What follows belongs to an exercise in optimizing a design on an open flow for small area; a production flow would make more cautious choices. Where RTL was checked, it was by simulation tests only, not by an equivalence proof against the original. Only the layout flow was run in runs 1 and 2; the RTL was not checked for function there. Power and IR drop assume default switching activity.

==> flow/config.mk <==
export PLATFORM = sky130hd
export DESIGN_NAME = rv32i_core
export DESIGN_NICKNAME = rv32i_core
export VERILOG_FILES = /design/flow/design.v
export SDC_FILE = /design/flow/constraint.sdc
export NUM_CORES = 4
export LEC_CHECK = 0
export ABC_AREA = 1
export CAP_MARGIN = 20
export CORE_MARGIN = 2
export CORE_UTILIZATION = 30
export SLEW_MARGIN = 20
==> flow/constraint.sdc <==
create_clock -name core_clock -period 10.0 [get_ports {clk}]
set_input_delay 2.0000 -clock core_clock [delete_from_list [all_inputs] [get_ports {clk}]]
set_output_delay 2.0000 -clock core_clock [all_outputs]
set_load 0.01 [all_outputs]
==> flow/design.v <==
`default_nettype none
package rv32i_pkg;
    localparam int xlen = 32;
    typedef logic [xlen-1:0] rv32i_word;
    typedef logic [4:0]      rv32i_reg;
    localparam rv32i_word reset_pc  = 32'h0000_0000;
    localparam rv32i_word nop_instr = 32'h0000_0013;
    typedef enum logic [6:0] {
        op_lui   = 7'b0110111,
        op_auipc = 7'b0010111,
        op_jal   = 7'b1101111,
        op_jalr  = 7'b1100111,
        op_br    = 7'b1100011,
        op_imm   = 7'b0010011,
        op_reg   = 7'b0110011
    } rv32i_opcode_t;
    typedef enum logic [3:0] {
        alu_add,
        alu_sub,
        alu_sll,
        alu_slt,
        alu_sltu,
        alu_xor,
        alu_srl,
        alu_sra,
        alu_or,
        alu_and,
        alu_pass_b
    } alu_ops_t;
    typedef enum logic [2:0] {
        beq  = 3'b000,
        bne  = 3'b001,
        blt  = 3'b100,
        bge  = 3'b101,
        bltu = 3'b110,
        bgeu = 3'b111
    } cmp_ops_t;
    typedef enum logic {
        rs1_out = 1'b0,
        pc_out  = 1'b1
    } alumux1_sel_t;
    typedef enum logic [2:0] {
        i_imm   = 3'd0,
        u_imm   = 3'd1,
        b_imm   = 3'd2,
        j_imm   = 3'd3,
        rs2_out = 3'd4
    } alumux2_sel_t;
endpackage
`default_nettype wire
`timescale 1ns/1ps
`default_nettype none
module rv32i_core
(
    input  logic        clk,
    input  logic        rst,
    output logic [31:0] fetch_pc,
    input  logic [31:0] fetch_instr,
    output logic        retire_valid,
    output logic [31:0] retire_pc,
    output logic [4:0]  retire_rd,
    output logic [31:0] retire_value
);
    logic [3:0]  ph;
    logic        clr;
    logic [1:0]  st;
    logic [31:0] R;
    logic [31:0] N;
    logic        wbv;
    logic [4:0]  wbrd;
    logic        ca;
    logic        cb;
    logic        z;
    logic        sg;
    wire last = (ph == 4'd15);
    wire first = (ph == 4'd0);
    wire [31:0] ins = fetch_instr;
    wire [6:0]  opc = ins[6:0];
    wire [2:0]  f3  = ins[14:12];
    wire [6:0]  f7  = ins[31:25];
    wire [4:0]  rd  = ins[11:7];
    wire [4:0]  rs1 = ins[19:15];
    wire [4:0]  rs2 = ins[24:20];
    wire is_lui   = (opc == 7'b0110111);
    wire is_auipc = (opc == 7'b0010111);
    wire is_jal   = (opc == 7'b1101111);
    wire is_jalr  = (opc == 7'b1100111) && (f3 == 3'b000);
    wire is_br    = (opc == 7'b1100011) && (f3[2:1] != 2'b01);
    wire is_imm   = (opc == 7'b0010011) &&
                    ((f3 == 3'b001) ? (f7 == 7'b0000000) :
                     (f3 == 3'b101) ? (f7 == 7'b0000000 || f7 == 7'b0100000) : 1'b1);
    wire is_reg   = (opc == 7'b0110011) &&
                    (f7 == 7'b0000000 || (f7 == 7'b0100000 && (f3 == 3'b000 || f3 == 3'b101)));
    wire is_alu   = is_imm || is_reg;
    wire is_shift = is_alu && (f3[1:0] == 2'b01);
    wire legal    = is_lui || is_auipc || is_jal || is_jalr || is_br || is_alu;
    wire is_slt   = is_alu && (f3[2:1] == 2'b01);
    wire is_sub   = is_reg && (f3 == 3'b000) && ins[30];
    wire is_sra   = ins[30];
    logic [31:0] imm;
    always_comb
    begin
        if (is_lui || is_auipc)
            imm = {ins[31:12], 12'd0};
        else if (is_jal)
            imm = {{12{ins[31]}}, ins[19:12], ins[20], ins[30:21], 1'b0};
        else if (opc[6:2] == 5'b11000)
            imm = {{20{ins[31]}}, ins[7], ins[30:25], ins[11:8], 1'b0};
        else
            imm = {{21{ins[31]}}, ins[30:20]};
    end
    wire [1:0] immp = imm[{ph, 1'b0} +: 2];
    wire [1:0] pcp  = fetch_pc[{ph, 1'b0} +: 2];
    logic [1:0] tap [0:31];
    logic [1:0] wdata;
    assign wdata = clr ? 2'b00 : R[1:0];
    assign tap[0] = 2'b00;
    genvar gr;
    generate
        for (gr = 1; gr < 32; gr++)
        begin : g_reg
            logic [31:0] ring;
            wire we = clr || (wbv && wbrd == 5'(gr));
            always_ff @(posedge clk)
                ring <= {we ? wdata : ring[1:0], ring[31:2]};
            assign tap[gr] = ring[1:0];
        end
    endgenerate
    wire       two_reg = is_reg || is_br;
    wire [4:0] ridx    = (st == 2'd0 && two_reg) ? rs2 : rs1;
    wire [1:0] a       = (wbv && wbrd == ridx) ? R[1:0] : tap[ridx];
    wire is_rr = (is_reg && !is_shift) || is_br;
    wire tgt_rev = is_br && (st == 2'd2);    
    wire use_pc  = is_auipc || is_jal || tgt_rev;
    wire use_imm = !is_rr || tgt_rev;
    wire inv     = is_sub || is_slt || (is_br && !tgt_rev);
    wire [1:0] op1  = is_lui ? 2'b00 : (use_pc ? pcp : a);
    wire [1:0] op2r = use_imm ? immp : N[1:0];
    wire [1:0] op2  = inv ? ~op2r : op2r;
    wire       cin  = first ? inv : ca;
    wire       c1   = (op1[0] & op2[0]) | (op1[0] & cin) | (op2[0] & cin);
    wire       cout = (op1[1] & op2[1]) | (op1[1] & c1) | (op2[1] & c1);
    wire [1:0] sum  = {op1[1] ^ op2[1] ^ c1, op1[0] ^ op2[0] ^ cin};
    wire zero = (sum == 2'b00) && (first || z);
    wire lt   = (op1[1] ^ op2r[1]) ? op1[1] : sum[1];
    wire ltu  = !cout;
    wire eq   = zero;
    wire taken = f3[0] ^ (f3[2] ? (f3[1] ? ltu : lt) : eq);
    logic [1:0] alu;
    always_comb
    begin
        case (f3)
            3'b100:  alu = op1 ^ op2r;
            3'b110:  alu = op1 | op2r;
            3'b111:  alu = op1 & op2r;
            3'b010,
            3'b011:  alu = 2'b00;
            default: alu = sum;
        endcase
        if (!is_alu)
            alu = sum;
    end
    wire       bcin = (ph == 4'd1) ? 1'b1 : (first ? 1'b0 : cb);
    wire       bc1  = pcp[0] & bcin;
    wire [1:0] pc4  = {pcp[1] ^ bc1, pcp[0] ^ bcin};
    wire       bcout = pcp[1] & bc1;
    wire [4:0] sh     = wbrd;
    wire       right  = f3[2];
    wire [4:0] tlo    = right ? sh : (5'd0 - sh);
    wire [4:0] thi    = tlo + 5'd1;
    wire [5:0] plo    = {1'b0, ph, 1'b0} + {1'b0, sh};
    wire [5:0] phi    = {1'b0, ph, 1'b1} + {1'b0, sh};
    wire [4:0] two_c  = {ph, 1'b0};
    wire       vlo    = right ? !plo[5] : (two_c >= sh);
    wire       vhi    = right ? !phi[5] : ({ph, 1'b1} >= sh);
    wire       fill   = right && is_sra && sg;
    wire [1:0] shx    = {vhi ? N[thi] : fill, vlo ? N[tlo] : fill};
    logic [1:0] rin;
    logic [1:0] nin;
    always_comb
    begin
        rin = alu;
        nin = pc4;
        if (is_shift)
        begin
            case (st)
                2'd0:    rin = is_reg ? a : immp;
                2'd1:    nin = a;
                2'd2:
                begin
                    rin = shx;
                    nin = N[1:0];
                end
                default: rin = R[1:0];
            endcase
        end
        else if (is_rr)
        begin
            if (st == 2'd0)
                nin = a;
            if (is_br)
                rin = 2'b00;
            if (tgt_rev)
                nin = sum;
        end
        else
        begin
            if (is_jal || is_jalr)
                rin = pc4;
            if (is_jal)
                nin = sum;
            else if (is_jalr)
                nin = {sum[1], sum[0] & !first};
        end
        if (clr)
            nin = 2'b00;
    end
    wire        slt_fix = last && (st == 2'd1 || !is_reg) && is_slt;
    wire [31:0] R_d = {rin, R[31:3], slt_fix ? (f3[0] ? ltu : lt) : R[2]};
    wire [31:0] N_d = {nin, N[31:2]};
    wire retire = !clr && legal &&
                  (is_shift ? (st == 2'd3) :
                   is_rr    ? (st == 2'd2 || (st == 2'd1 && !(is_br && taken))) :
                              1'b1);
    wire load   = clr || (st == 2'd0 && !legal) || retire;
    assign retire_valid = last && retire;
    assign retire_pc    = fetch_pc;
    assign retire_rd    = is_br ? 5'd0 : rd;
    assign retire_value = R_d;
    always_ff @(posedge clk)
    begin
        R  <= R_d;
        N  <= N_d;
        ca <= cout;
        cb <= bcout;
        z  <= zero;
        if (last && st == 2'd1)
            sg <= a[1];
        if (rst)
        begin
            ph  <= 4'd0;
            clr <= 1'b1;
            st  <= 2'd0;
            wbv <= 1'b0;
        end
        else
        begin
            ph <= ph + 4'd1;
            if (last)
            begin
                clr <= 1'b0;
                wbv <= 1'b0;
                if (load)
                    fetch_pc <= N_d;
                if (retire)
                begin
                    wbv  <= !is_br && (rd != 5'd0);
                    wbrd <= rd;
                end
                if (clr || !legal || retire)
                    st <= 2'd0;
                else
                    st <= st + 2'd1;
                if (is_shift && st == 2'd0)
                    wbrd <= R_d[4:0];
            end
        end
    end
endmodule
`default_nettype wire
==> flow/run.sh <==
#!/bin/bash
# synth_recipe.tcl (not shown) runs the flow's synth.tcl, then flattens the netlist and writes it again
# the make line also repeats each setting of config.mk as NAME=value (left out here)
make -C /OpenROAD-flow-scripts/flow DESIGN_CONFIG=/design/flow/config.mk WORK_HOME=/design/flow/orfs CLKGATE_MAP_FILE= SYNTH_SCRIPT=/design/flow/synth_recipe.tcl finish
==> metrics.md, run 1 <==
| Metric | Value |
|---|---|
| Run status | `no timing/DRC/antenna violations` |
| Most frequent cell after synthesis | `dfxtp_1` |
| Sequential Power Share | `53.6%` |
| FP Rows | `111` |
| Post-DR vias/cell | `3.995` |
| Cell with the most instances on the worst path | `nand2_1` |
| Worst-skew pair later-pin latency | `between 0.6 and 0.7 ns` |
| Gr ovfl total | `0` |
| Die H | `309.3 um` |
| Reg clk slew, reported paths | `0.06 ns` |
| WL met2 | `roughly 22000 um` |
| Power density cells | `249.5 nW/um^2` |
| Tmin final | `9.071 ns` |
| Vias | `14430` |
| Met1 Routed Length | `about 26000 um` |
| CTS HTree Levels | `3` |
| Hold Buf Count CTS | `0` |
| Type of element capturing the critical path | `output pin` |
| Drt initial violations | `1038` |
| CTS buffer count | `94` |
| Synth Cell Area | `27960 sq um` |
| WS Path Type | `input pin to output pin` |
| Die X-Extent | `309.3 um` |
| Hold crit path type | `flip-flop to flip-flop` |
| Highest metal used | `met4` |
| Gate power share | `3.0%` |
| Leak | `13.41 nW` |
| Largest net degree at the start of global routing | `38` |
| Mapped Cells | `between 2000 and 2500` |
| Primary FF master, synth | `dfxtp_1` |
| Post-synth top area cell | `dfxtp_1` |
| Internal | `6.662 mW` |
| Async S/R FF share, synth | `0%` |
| Post-route cell area | `between 30000 and 40000 sq um` |
| CP max-delay cell | `clkdlybuf4s50_1` |
| Final Hold Viols | `0` |
| Netlist cell types | `53` |
| FMAX | `110.2 MHz` |
| First-pass GRT wire length | `a little under 80000 um` |
| Clock Tree Root | `clkbuf_16` |
| Final number of setup-violating endpoints | `0` |
| Synth top area share | `76.41%` |
| Syn Area/Cell | `around 13 sq um` |
| Vias in the first global route | `between 10000 and 15000` |
| Slowest Stage Delay on Critical Path | `0.75 ns` |
| Area contributors post-synth | `dfxtp_1, edfxtp_1, nand2_1, o21ai_0, nand3_1` |
| Total Die Area | `95640 sq um` |
| Metal3 WL | `2448 um` |
| Slew Limit Fails | `0` |
| Synth Warn # | `2` |
| CP arrival | `7.07 ns` |
| Number of synthesized flops with an enable pin | `38` |
| CP required | `8.00 ns` |
| Slew @ Worst Pin | `1.034 ns` |
| Net Sw Frac | `20.32%` |
| GRT Util Overall | `10.69%` |
| Drt pass-1 iters | `5` |
| Clock Sinks | `1105` |
| CTS tree | `built` |
| Detailed placement HPWL | `35400 um` |
| Antenna-violating nets left | `0` |
| Routed Wire Length | `51730 um` |
| Core Region | `91940 sq um` |
| Area growth syn-to-layout | `19.85%` |
| Setup bufs post-CTS | `0` |
| Layout cell share with drive strength beyond 1 | `9.079%` |
| Fillers | `8921` |
| Switching pwr | `1.699 mW` |
| NumNets Final | `2356` |
| Max_cap viols | `0` |
| Post-CTS sizing | `0` |
| Critical Path Start Type | `input pin` |
| TNS Setup | `0 ns` |
| Num ports | `136` |
| Post-synth top cells | `dfxtp_1, nand2_1, o21ai_0, nand3_1, inv_1` |
| DR DRC count | `0` |
| Wire per inst | `14.32 um` |
| Port bufs | `135` |
| Initial Utilization | `a little over 30%` |
| Critical path fanouts, max | `15` |
| Gpl congestion | `0.8706` |
| Clock tree buffer depth | `3` |
| Register area share after synthesis | `80.49%` |
| Slew HR | `about 31%` |
| Crit share post-route | `90.71%` |
| Clock network power share | `43.4%` |
| Hold_ws | `0.3008 ns` |
| Initial antenna violation count | `2` |
| Pwr Total | `8.361 mW` |
| Post-DP Area | `30330 sq um` |
| Final Skew | `between 0.03 and 0.04 ns` |
| Syn_nets | `2214` |
| VDD IR max | `0.1635 mV` |
| Synth Register Bits | `1105` |
| RSZ-0062 raised after global routing | `no` |
==> path summary, 6_finish.rpt <==
check / from / endpoint / slack [ns] / cells after the start
max: fetch_instr[14] / retire_valid / 0.93 / 33
min: g_reg[30].ring[8] / g_reg[30].ring[6] / 0.30 / 0
max reg2reg: ph[0] / fetch_pc[3] / 4.70 / 21
min reg2reg: g_reg[30].ring[8] / g_reg[30].ring[6] / 0.30 / 0
==> flip-flops by register name (all words and copies together), names as in the netlist <==
| signal | flops |
|---|---|
| g.ring | 992 |
| ph | 4 |
| fetch_pc | 32 |
| z | 1 |
| sg | 1 |
| wbv | 1 |
| N | 32 |
| cb | 1 |
| st | 2 |
| clr | 1 |
| R | 32 |
| ca | 1 |
| wbrd | 5 |
==> area by class of cell <==
cell class,count,area [sq um],area share [%]
timing repair buffer,142,1404,4.190
inverter,122,460.4,1.374
tap,1243,1555,4.642
clock inverter,42,546.8,1.632
sequential,1105,22500,67.16
clock buffer,130,2628,7.842
multi-input combinational,827,4407,13.15
antenna,1,2.502,0.007469
==> worst max-delay path, delay by kind of cell <==
kind / cells / cell delay, ns
fa+ha+maj: 1 / 0.64
buf+inv: 5 / 1.57
simple gates: 27 / 2.83
==> logic make-up (layout without fill, tap and decap cells) <==
group | after synthesis | count (layout) | synth area share (%)
other | 0 | 1 | 0
buffers and inverters | 218 | 436 | 3.760
xor gates and xnor gates | 8 | 8 | 0.2506
DFF | 1105 | 1105 | 80.49
adders and majority gates | 30 | 30 | 1.370
muxes | 3 | 3 | 0.1074
AOI/OAI and AO/OA | 267 | 267 | 5.411
and+or+nand+nor | 519 | 519 | 8.611
==> power groups by stage <==
stage / sequential, mW / clock [mW] / combinational [mW]
after global routing: 4.48 / 3.92 / 0.270
after CTS: 4.48 / 3.73 / 0.251
final: 4.48 / 3.63 / 0.250
after detailed placement: 4.58 / 0 / 0.249
after floorplan: 4.57 / 0 / 0.161
after global placement: 4.58 / 0 / 0.252
==> layer usage <==
| metal | GRT usage [%] | vias up |
|---|---|---|
| li1 | - | 7244 |
| met1 | 15.26 | 6752 |
| met2 | 16.05 | 329 |
| met3 | 2.111 | 104 |
| met4 | 3.793 | 0 |
| met5 | 0 | - |
==> cells in the final DEF (no fill, tap or decap), drive strengths merged, types with 2 or more instances in the layout <==
cell type | netlist | layout
bufinv | 0 | 9
a21oi | 49 | 49
or2 | 4 | 4
a221oi | 2 | 2
inv | 121 | 129
ha | 29 | 29
clkinv | 1 | 21
a211oi | 3 | 3
nor2 | 119 | 119
edfxtp | 38 | 38
clkdlybuf4s50 | 0 | 135
nand3 | 119 | 119
buf | 64 | 7
nand3b | 2 | 2
o31ai | 2 | 2
clkinvlp | 0 | 5
o221ai | 3 | 3
a31oi | 28 | 28
o21ai | 141 | 141
o2111ai | 2 | 2
dfxtp | 1067 | 1067
nor3 | 13 | 13
nand4 | 17 | 17
nand2 | 244 | 244
o22ai | 10 | 10
o211ai | 12 | 12
mux2i | 3 | 3
o311ai | 5 | 5
clkbuf | 32 | 130
xor2 | 7 | 7
==> per-stage QoR <==
stage / setup slack [ns] / cells / utilization [%]
floorplan: 2.968 / 2150 / -
global placement: 0.9650 / 3439 / 32.99
detailed placement: 0.9478 / 3439 / 32.99
CTS: 0.9434 / 3611 / 36.44
global route: 0.5186 / 3612 / 36.44
finish: 0.9288 / 3612 / 36.44
==> run 2: changes to the inputs <==
--- a/flow/config.mk
+++ b/flow/config.mk
@@ -8,5 +8,7 @@
 export ABC_AREA = 1
 export CAP_MARGIN = 20
 export CORE_MARGIN = 2
-export CORE_UTILIZATION = 30
+export CORE_UTILIZATION = 50
+export CTS_BUF_LIST = sky130_fd_sc_hd__clkbuf_4
+export CTS_CLUSTER_SIZE = 30
 export SLEW_MARGIN = 20
==> run 2 against run 1 <==
Against the previous run: highest routed layer unchanged; sequential cell count unchanged; setup slack improved by 0.19 ns; via count is 8.6% higher; largest power group unchanged; clock power shrank 5%; area after synthesis unchanged; hold slack got worse by 0.027 ns; fmax grew 2.2%; combinational power barely moved; critical path depth up 5.
==> metrics.md, run 2 <==
| Metric | Value |
|---|---|
| Run status | `no timing/DRC/antenna violations` |
| Primary FF master, synth | `dfxtp_1` |
| Initial antenna violation count | `3` |
| Clock tree buffer depth | `4` |
| Port bufs | `135` |
| Reg clk slew, reported paths | `0.06 ns` |
| Routed Wire Length | `55870 um` |
| FP Rows | `86` |
| VDD IR max | `0.1609 mV` |
| CP required | `around 8 ns` |
| Detailed placement HPWL | `37910 um` |
| Layout cell share with drive strength beyond 1 | `18.36%` |
| Final Hold Viols | `0` |
| Slowest Stage Delay on Critical Path | `around 0.63 ns` |
| Slew @ Worst Pin | `between 1 and 1.5 ns` |
| Synth Warn # | `2` |
| Area growth syn-to-layout | `18.07%` |
| Most frequent cell after synthesis | `dfxtp_1` |
| Number of synthesized flops with an enable pin | `38` |
| Syn_nets | `2214` |
| Hold Buf Count CTS | `0` |
| WS Path Type | `input pin to output pin` |
| Synth Cell Area | `between 20000 and 30000 sq um` |
| Most flops, register | `g.ring` |
| Synth Register Bits | `1105` |
| Total Die Area | `57820 sq um` |
| Post-DP Area | `29720 sq um` |
| First-pass GRT wire length | `84950 um` |
| Max_cap viols | `0` |
| Final Skew | `0.1026 ns` |
| Num ports | `136` |
| Die X-Extent | `240.5 um` |
| Power density cells | `247.5 nW/um^2` |
| Crit share post-route | `around 89%` |
| Final number of setup-violating endpoints | `0` |
| GRT Util Overall | `19.81%` |
| Slew Limit Fails | `0` |
| CP max-delay cell | `fa_1` |
| Leak | `13.86 nW` |
| Netlist cell types | `53` |
| Gr ovfl total | `0` |
| Antenna-violating nets left | `0` |
| Worst Path Buf+Inv | `5` |
| Commonest non-fill, non-tap cell in the layout | `dfxtp_1` |
| Critical path's top delay family | `simple AND/OR/NAND/NOR gates` |
| CTS HTree Levels | `5` |
| Wire per inst | `16.41 um` |
| Pwr Total | `8.170 mW` |
| TNS Setup | `0 ns` |
| Slew HR | `28.88%` |
| CP arrival | `roughly 6.9 ns` |
| Final worst slack | `between 1 and 1.5 ns` |
| Tmin final | `8.879 ns` |
| Gpl congestion | `just over 0.9` |
| Critical Path Start Type | `input pin` |
| Vias in the first global route | `15660` |
| Post-synth top area cell | `dfxtp_1` |
| Hold crit path type | `flip-flop to flip-flop` |
| Max reg flops | `approximately 1000` |
| FMAX | `112.6 MHz` |
| Place WS | `1.089 ns` |
| CTS tree | `built` |
| Area contributors post-synth | `dfxtp_1, edfxtp_1, nand2_1, o21ai_0, nand3_1` |
| Fillers | `around 4600` |
| Largest net degree at the start of global routing | `38` |
| Post-synth top cells | `dfxtp_1, nand2_1, o21ai_0, nand3_1, inv_1` |
| Setup bufs post-CTS | `0` |
| Vias | `15670` |
| Worst-skew pair later-pin latency | `between 1 and 1.5 ns` |
| Critical path fanouts, max | `10` |
| Cell with the most instances on the worst path | `nand2_1` |
| NumNets Final | `approximately 2500` |
| RSZ-0062 raised after global routing | `no` |
| Die H | `between 200 and 250 um` |
| Synth top area share | `76.41%` |
| Syn Area/Cell | `~13 sq um` |
| Drt pass-1 iters | `5` |
| Drt initial violations | `872` |
| Clock Tree Root | `clkbuf_4` |
| Type of element capturing the critical path | `output pin` |
| DR DRC count | `0` |
| Post-DR vias/cell | `4.603` |
| R2R setup slack | `4.63 ns` |
| Initial Utilization | `50.64%` |
| Core Region | `55200 sq um` |
| Async S/R FF share, synth | `0%` |
| Hold_ws | `0.2742 ns` |
| CTS buffer count | `277` |
| Clock Sinks | `1105` |
| Mapped Cells | `2150` |
| Post-CTS sizing | `0` |
| Register area share after synthesis | `80.49%` |
| Post-route cell area | `33010 sq um` |
| Most frequent cells in the layout | `dfxtp_1, clkbuf_4, nand2_1` |
## run 2: cell counts after synthesis
No cell type changed its count.
## run 2: cell families (layout without fill, tap and decap cells)
logic type               Yosys count  after routing  share of synthesized area (%)
multiplexers                       3              3                         0.1074
AO/OA/AOI/OAI                    267            267                          5.411
adder cells (fa/ha/maj)           30             30                          1.370
other                              0              4                              0
flip-flops                      1105           1105                          80.49
buffers and inverters            218            720                          3.760
XOR/XNOR                           8              8                         0.2506
AND/OR/NAND/NOR                  519            519                          8.611
## run 2: stage by stage
step,cells,utilization [%]
floorplan,2150,-
global placement,2946,53.85
detailed placement,2946,53.85
CTS,3400,59.78
global route,3403,59.79
finish,3404,59.80
## run 2: final cells by class
class | count | area (sq um) | share of cell area [%]
Multi-Input combinational cell | 827 | 4407 | 13.35
Tap cell | 748 | 935.9 | 2.835
Sequential cell | 1105 | 22500 | 68.17
Clock buffer | 410 | 3078 | 9.325
Clock inverter | 44 | 196.4 | 0.5951
Antenna cell | 4 | 10.01 | 0.03032
Timing Repair Buffer | 144 | 1419 | 4.299
Inverter | 122 | 460.4 | 1.395
## run 2: where the power goes
group | switching (mW) | total [mW] | internal (mW)
clock network | 1.55 | 3.44 | 1.89
logic | 0.142 | 0.251 | 0.110
registers | 0.0226 | 4.48 | 4.46
total | 1.72 | 8.17 | 6.45
## run 2: metal layers
metal / global-route usage (%) / wire [um]
met1: 25.45 / 26380
met2: 30.52 / 25620
met3: 5.385 / 2342
met4: 10.62 / 1535
met5: 0 / 0
## run 2: final timing paths
path | depth (start not counted) | endpoint | start
hold / removal | 0 | g_reg[27].ring[2] | g_reg[27].ring[4]
setup / recovery | 38 | retire_valid | fetch_instr[12]
hold reg to reg | 0 | g_reg[27].ring[2] | g_reg[27].ring[4]
setup reg to reg | 20 | fetch_pc[12] | ph[1]
==> run 3: changes to the inputs <==
--- a/flow/design.v
+++ b/flow/design.v
@@ -126,16 +126,14 @@
             assign tap[gr] = ring[1:0];
         end
     endgenerate
-    wire       two_reg = is_reg || is_br;
-    wire [4:0] ridx    = (st == 2'd0 && two_reg) ? rs2 : rs1;
-    wire [1:0] a       = (wbv && wbrd == ridx) ? R[1:0] : tap[ridx];
-    wire is_rr = (is_reg && !is_shift) || is_br;
-    wire tgt_rev = is_br && (st == 2'd2);    
+    wire [1:0] a = (wbv && wbrd == rs1) ? R[1:0] : tap[rs1];
+    wire [1:0] b = (wbv && wbrd == rs2) ? R[1:0] : tap[rs2];
+    wire tgt_rev = (st != 2'd0);     
     wire use_pc  = is_auipc || is_jal || tgt_rev;
-    wire use_imm = !is_rr || tgt_rev;
+    wire use_imm = !is_reg && !(is_br && !tgt_rev);
     wire inv     = is_sub || is_slt || (is_br && !tgt_rev);
     wire [1:0] op1  = is_lui ? 2'b00 : (use_pc ? pcp : a);
-    wire [1:0] op2r = use_imm ? immp : N[1:0];
+    wire [1:0] op2r = use_imm ? immp : b;
     wire [1:0] op2  = inv ? ~op2r : op2r;
     wire       cin  = first ? inv : ca;
     wire       c1   = (op1[0] & op2[0]) | (op1[0] & cin) | (op2[0] & cin);
@@ -181,47 +179,46 @@
     begin
         rin = alu;
         nin = pc4;
-        if (is_shift)
-        begin
-            case (st)
-                2'd0:    rin = is_reg ? a : immp;
-                2'd1:    nin = a;
-                2'd2:
-                begin
-                    rin = shx;
-                    nin = N[1:0];
-                end
-                default: rin = R[1:0];
-            endcase
-        end
-        else if (is_rr)
-        begin
-            if (st == 2'd0)
-                nin = a;
-            if (is_br)
-                rin = 2'b00;
-            if (tgt_rev)
-                nin = sum;
-        end
-        else
+        if (st == 2'd0)
         begin
             if (is_jal || is_jalr)
                 rin = pc4;
+            else if (is_br)
+                rin = 2'b00;
+            else if (is_shift)
+                rin = op2r;
             if (is_jal)
                 nin = sum;
             else if (is_jalr)
                 nin = {sum[1], sum[0] & !first};
+            else if (is_shift)
+                nin = a;
+        end
+        else if (st == 2'd1)
+        begin
+            if (is_br)
+            begin
+                rin = 2'b00;
+                nin = sum;
+            end
+            else
+            begin
+                rin = shx;
+                nin = N[1:0];
+            end
+        end
+        else
+        begin
+            rin = R[1:0];
         end
         if (clr)
             nin = 2'b00;
     end
-    wire        slt_fix = last && (st == 2'd1 || !is_reg) && is_slt;
-    wire [31:0] R_d = {rin, R[31:3], slt_fix ? (f3[0] ? ltu : lt) : R[2]};
+    wire        slt_fix = last && (st == 2'd0) && is_slt;
+    wire [31:0] R_d = {rin, R[31:3], slt_fix ? (is_reg || is_imm) && (f3[0] ? ltu : lt) : R[2]};
     wire [31:0] N_d = {nin, N[31:2]};
-    wire retire = !clr && legal &&
-                  (is_shift ? (st == 2'd3) :
-                   is_rr    ? (st == 2'd2 || (st == 2'd1 && !(is_br && taken))) :
-                              1'b1);
+    wire done0  = (st == 2'd0) && legal && !is_shift && !(is_br && taken);
+    wire retire = !clr && ((done0) || (st == 2'd1 && is_br) || (st == 2'd2));
     wire load   = clr || (st == 2'd0 && !legal) || retire;
     assign retire_valid = last && retire;
     assign retire_pc    = fetch_pc;
@@ -234,7 +231,7 @@
         ca <= cout;
         cb <= bcout;
         z  <= zero;
-        if (last && st == 2'd1)
+        if (last && st == 2'd0)
             sg <= a[1];
         if (rst)
         begin
@@ -257,12 +254,22 @@
                     wbv  <= !is_br && (rd != 5'd0);
                     wbrd <= rd;
                 end
-                if (clr || !legal || retire)
+                if (clr)
                     st <= 2'd0;
+                else if (st == 2'd0)
+                begin
+                    if (legal && is_shift)
+                    begin
+                        st   <= 2'd1;
+                        wbrd <= R_d[4:0];
+                    end
+                    else if (is_br && taken)
+                        st <= 2'd1;
+                end
+                else if (st == 2'd1)
+                    st <= is_br ? 2'd0 : 2'd2;
                 else
-                    st <= st + 2'd1;
-                if (is_shift && st == 2'd0)
-                    wbrd <= R_d[4:0];
+                    st <= 2'd0;
             end
         end
     end
==> flow/config.mk (replaced) <==
export PLATFORM = sky130hd
export DESIGN_NAME = rv32i_core
export DESIGN_NICKNAME = rv32i_core
export VERILOG_FILES = /design/flow/design.v
export SDC_FILE = /design/flow/constraint.sdc
export NUM_CORES = 4
export LEC_CHECK = 0
export CAP_MARGIN = 20
export CORE_MARGIN = 2
export CORE_UTILIZATION = 30
export SLEW_MARGIN = 20
==> run 3 against run 2 <==
Against the previous run: still clean on timing, DRC and antenna; sequential share of layout area shrank 3.7 points; routed wire length increased by 14%; hold slack better by 0.00055 ns; global-route usage fell by 7.0 points; synthesized cell count is 4.7% lower; sequential power increased by 1%; fmax decreased by 8.3%.
==> metrics.md, run 3 <==
| Metric | Value |
|---|---|
| CP arrival | `~7.7 ns` |
| Port bufs | `135` |
| CP required | `8.00 ns` |
| Async S/R FF share, synth | `0%` |
| DP Cell Count | `3348` |
| DR DRC count | `0` |
| Die X-Extent | `313.7 um` |
| Clock Sinks | `1105` |
| Drt initial violations | `between 700 and 800` |
| NumNets Final | `2248` |
| Slew HR | `30.95%` |
| Initial antenna violation count | `6` |
| Vias | `15100` |
| Syn_nets | `2108` |
| Number of synthesized flops with an enable pin | `38` |
| Largest net degree at the start of global routing | `74` |
| Slowest Stage Delay on Critical Path | `0.62 ns` |
| Critical path fanouts, max | `9` |
| TNS Setup | `0 ns` |
| Clock tree buffer depth | `3` |
| GRT Util Overall | `around 13%` |
| Switching pwr | `1.908 mW` |
| Core Region | `roughly 95000 sq um` |
| Critical Path Start Type | `input pin` |
| Post-route cell area | `34920 sq um` |
| Synth top area share | `74.21%` |
| Slew @ Worst Pin | `1.032 ns` |
| CTS buffer count | `101` |
| Leak | `13.19 nW` |
| Drt pass-1 iters | `5` |
| Inserted Diodes | `0` |
| Final worst slack | `0.3177 ns` |
| Final number of setup-violating endpoints | `0` |
| Slew Limit Fails | `0` |
| Max reg flops | `slightly below 1000` |
| Total Die Area | `98440 sq um` |
| Antenna-violating nets left | `0` |
| CTS HTree Levels | `3` |
| Place WS | `roughly 0.24 ns` |
| Hold crit path type | `flip-flop to flip-flop` |
| Num ports | `136` |
| Hold_ws | `roughly 0.27 ns` |
| Clock Tree Root | `clkbuf_16` |
| Crit share post-route | `96.82%` |
| Tmin final | `9.682 ns` |
| Detailed placement HPWL | `approximately 43000 um` |
| Power density cells | `254.7 nW/um^2` |
| Die H | `between 300 and 400 um` |
| Synth Warn # | `2` |
| Primary FF master, synth | `dfxtp_1` |
| Worst path cell trace | `clkdlybuf4s50_1 > nand3b_2 > nor3_4 > mux2_2 > a211oi_1 > nor4_1 > o31ai_1 > o21ai_1 > inv_1 > xnor2_1 > fa_1 > inv_1 > fa_1 > nand2b_1 > a21oi_1 > nor2_1 > a21o_1 > nand3_1 > nor3_1 > a311oi_2 > a21oi_1 > nor3_1 > clkdlybuf4s50_1` |
| Register area share after synthesis | `between 70 and 80%` |
| Sequential Power Share | `about half` |
| Wire per inst | `roughly 18 um` |
| Post-DP Area | `31340 sq um` |
| Area growth syn-to-layout | `21.31%` |
| Reg clk slew, reported paths | `about 0.06 ns` |
| Gr ovfl total | `0` |
| Worst-skew pair later-pin latency | `approximately 0.67 ns` |
| Post-synth top cells | `dfxtp_1, nand2_1, a21oi_1, nor2_1, nand3_1` |
| Gate power share | `approximately 5%` |
| Most frequent cells in the layout | `dfxtp_1, clkdlybuf4s50_1, nand2_1` |
| VDD IR max | `0.1434 mV` |
| Final Hold Viols | `0` |
| Layout cell share with drive strength beyond 1 | `12.62%` |
| RSZ-0062 raised after global routing | `no` |
| Final Skew | `0.05791 ns` |
| Vias in the first global route | `14960` |
| Most frequent cell after synthesis | `dfxtp_1` |
| FP Rows | `113` |
| Type of element capturing the critical path | `output pin` |
| Post-DR vias/cell | `4.265` |
| Internal | `6.987 mW` |
| Most flops, register | `g.ring` |
| Clock network power share | `about 44%` |
| CP max-delay cell | `clkdlybuf4s50_1` |
| Synth Cell Area | `28780 sq um` |
| Synth Register Bits | `1105` |
| Commonest non-fill, non-tap cell in the layout | `dfxtp_1` |
| Syn Area/Cell | `approximately 14 sq um` |
| Gpl congestion | `roughly 0.86` |
| Post-synth top area cell | `dfxtp_1` |
| Max_cap viols | `0` |
| FMAX | `~100 MHz` |
| Hold Buf Count CTS | `0` |
| Post-route insts no fill | `roughly 3500` |
| Net Sw Frac | `21.45%` |
| WS Path Type | `input pin to output pin` |
| First-pass GRT wire length | `93990 um` |
| Area contributors post-synth | `dfxtp_1, edfxtp_1, mux4_2, nand2_1, buf_4` |
| Run status | `no timing/DRC/antenna violations` |
| Mapped Cells | `2048` |
| Routed Wire Length | `roughly 64000 um` |
| Netlist cell types | `85` |
| Initial Utilization | `between 30% and 40%` |
| CTS tree | `built` |
## run 3: cell types whose count changed in the layout (fill, tap and decap cells not counted), moves of 36 or more
cell	change
clkbuf_4	-410
clkbuf_16	+101
inv_1	-88
o21ai_0	-84
nor2_1	-36
mux2i_1	+36
nand2_1	-86
a21oi_1	+37
nand3_1	-50
## run 3: final timing paths
| check | start | end | slack [ns] | depth (start not counted) |
|---|---|---|---|---|
| worst min-delay path | g_reg[1].ring[9] | g_reg[1].ring[7] | 0.27 | 0 |
| worst max-delay path | fetch_instr[5] | retire_valid | 0.32 | 23 |
| worst max register to register | wbrd[2] | fetch_pc[4] | 3.94 | 20 |
| worst min register to register | g_reg[1].ring[9] | g_reg[1].ring[7] | 0.27 | 0 |
## run 3: layout make-up
cell class	count	area [sq um]
Clock inverter	46	576.8
Multi-Input combinational cell	777	5424
Timing Repair Buffer	178	1757
Tap cell	1265	1583
Clock buffer	144	2979
Sequential cell	1105	22500
Fill cell	8983	60090
Inverter	25	93.84
## run 3: what timing repair did
item | in CTS | in global routing
gates resized for setup | 0 | 2
buffers inserted | 0 | 2
setup endpoints to repair | 0 | 1
## run 3: per-stage QoR
stage                     utilization (%)  power [mW]
after global routing                36.75       9.224
after global placement              32.95       5.094
after floorplan                         -       4.899
after CTS                           36.72       9.019
after detailed placement            32.98       5.094
final                               36.75       8.895
## run 3: kinds of logic (layout without fill, tap and decap cells)
| family | count (synthesis) | in the layout | synth area share [%] |
|---|---|---|---|
| AOI/OAI and AO/OA | 262 | 262 | 5.929 |
| muxes | 85 | 85 | 4.417 |
| buffers and inverters | 166 | 393 | 3.069 |
| adders and majority gates | 26 | 26 | 1.182 |
| DFF | 1105 | 1105 | 78.18 |
| xor gates and xnor gates | 20 | 20 | 0.7129 |
| and+or+nand+nor | 384 | 384 | 6.512 |
## run 3: worst max-delay path: cells and delay by family
family,cells,cell delay [ns]
compound gates,7,1.63
xor+xnor,1,0.11
fa+ha+maj,2,0.85
buf+inv,4,1.43
mux,1,0.37
simple gates,8,1.30
## run 3: power by group through the flow
stage / Clock (mW) / Sequential, mW / Combinational, mW
floorplan: 0 / 4.62 / 0.283
global placement: 0 / 4.64 / 0.458
detailed placement: 0 / 4.64 / 0.455
CTS: 4.02 / 4.54 / 0.456
global route: 4.20 / 4.55 / 0.482
finish: 3.90 / 4.54 / 0.455
## run 3: routing by layer
layer	GRT usage, %	up-vias	share of wire [%]
met5	0	-	0.063
met4	4.861	6	3.4
li1	-	7183	-
met3	2.982	115	5.5
met1	17.54	7377	47
met2	19.76	418	44

-- re-timing with driven ports --
The results above use ideal ports. As a check the final layouts listed here were re-extracted and re-timed, cells and wires unchanged.
Step 1, drivers: a clkbuf_16 drives clk and a buf_2 each remaining input, both assumed.
Step 2, shift: input delay + t, output delay - t, t = (earliest + latest rising clock arrival at the registers) / 2. This alone moves slack from input paths to output paths.
Slacks: ideal ports / drivers / drivers and shift; pairs: ideal ports / drivers.
run	shift t [ns]	slack for setup (ns)	worst slew at a driven data input, ns	pins driven straight from the clock port
run 1	0.682	0.929 / 0.908 / 0.908	0.09	1
run 2	1.032	1.121 / 1.087 / 1.087	0.09	1
run 3	0.703	0.318 / 0.268 / 0.268	0.10	1
After both steps every run listed still meets setup and hold. For run 3, which loses most, drivers alone change the setup slack by -0.050 ns; drivers and shift together by -0.050 ns.
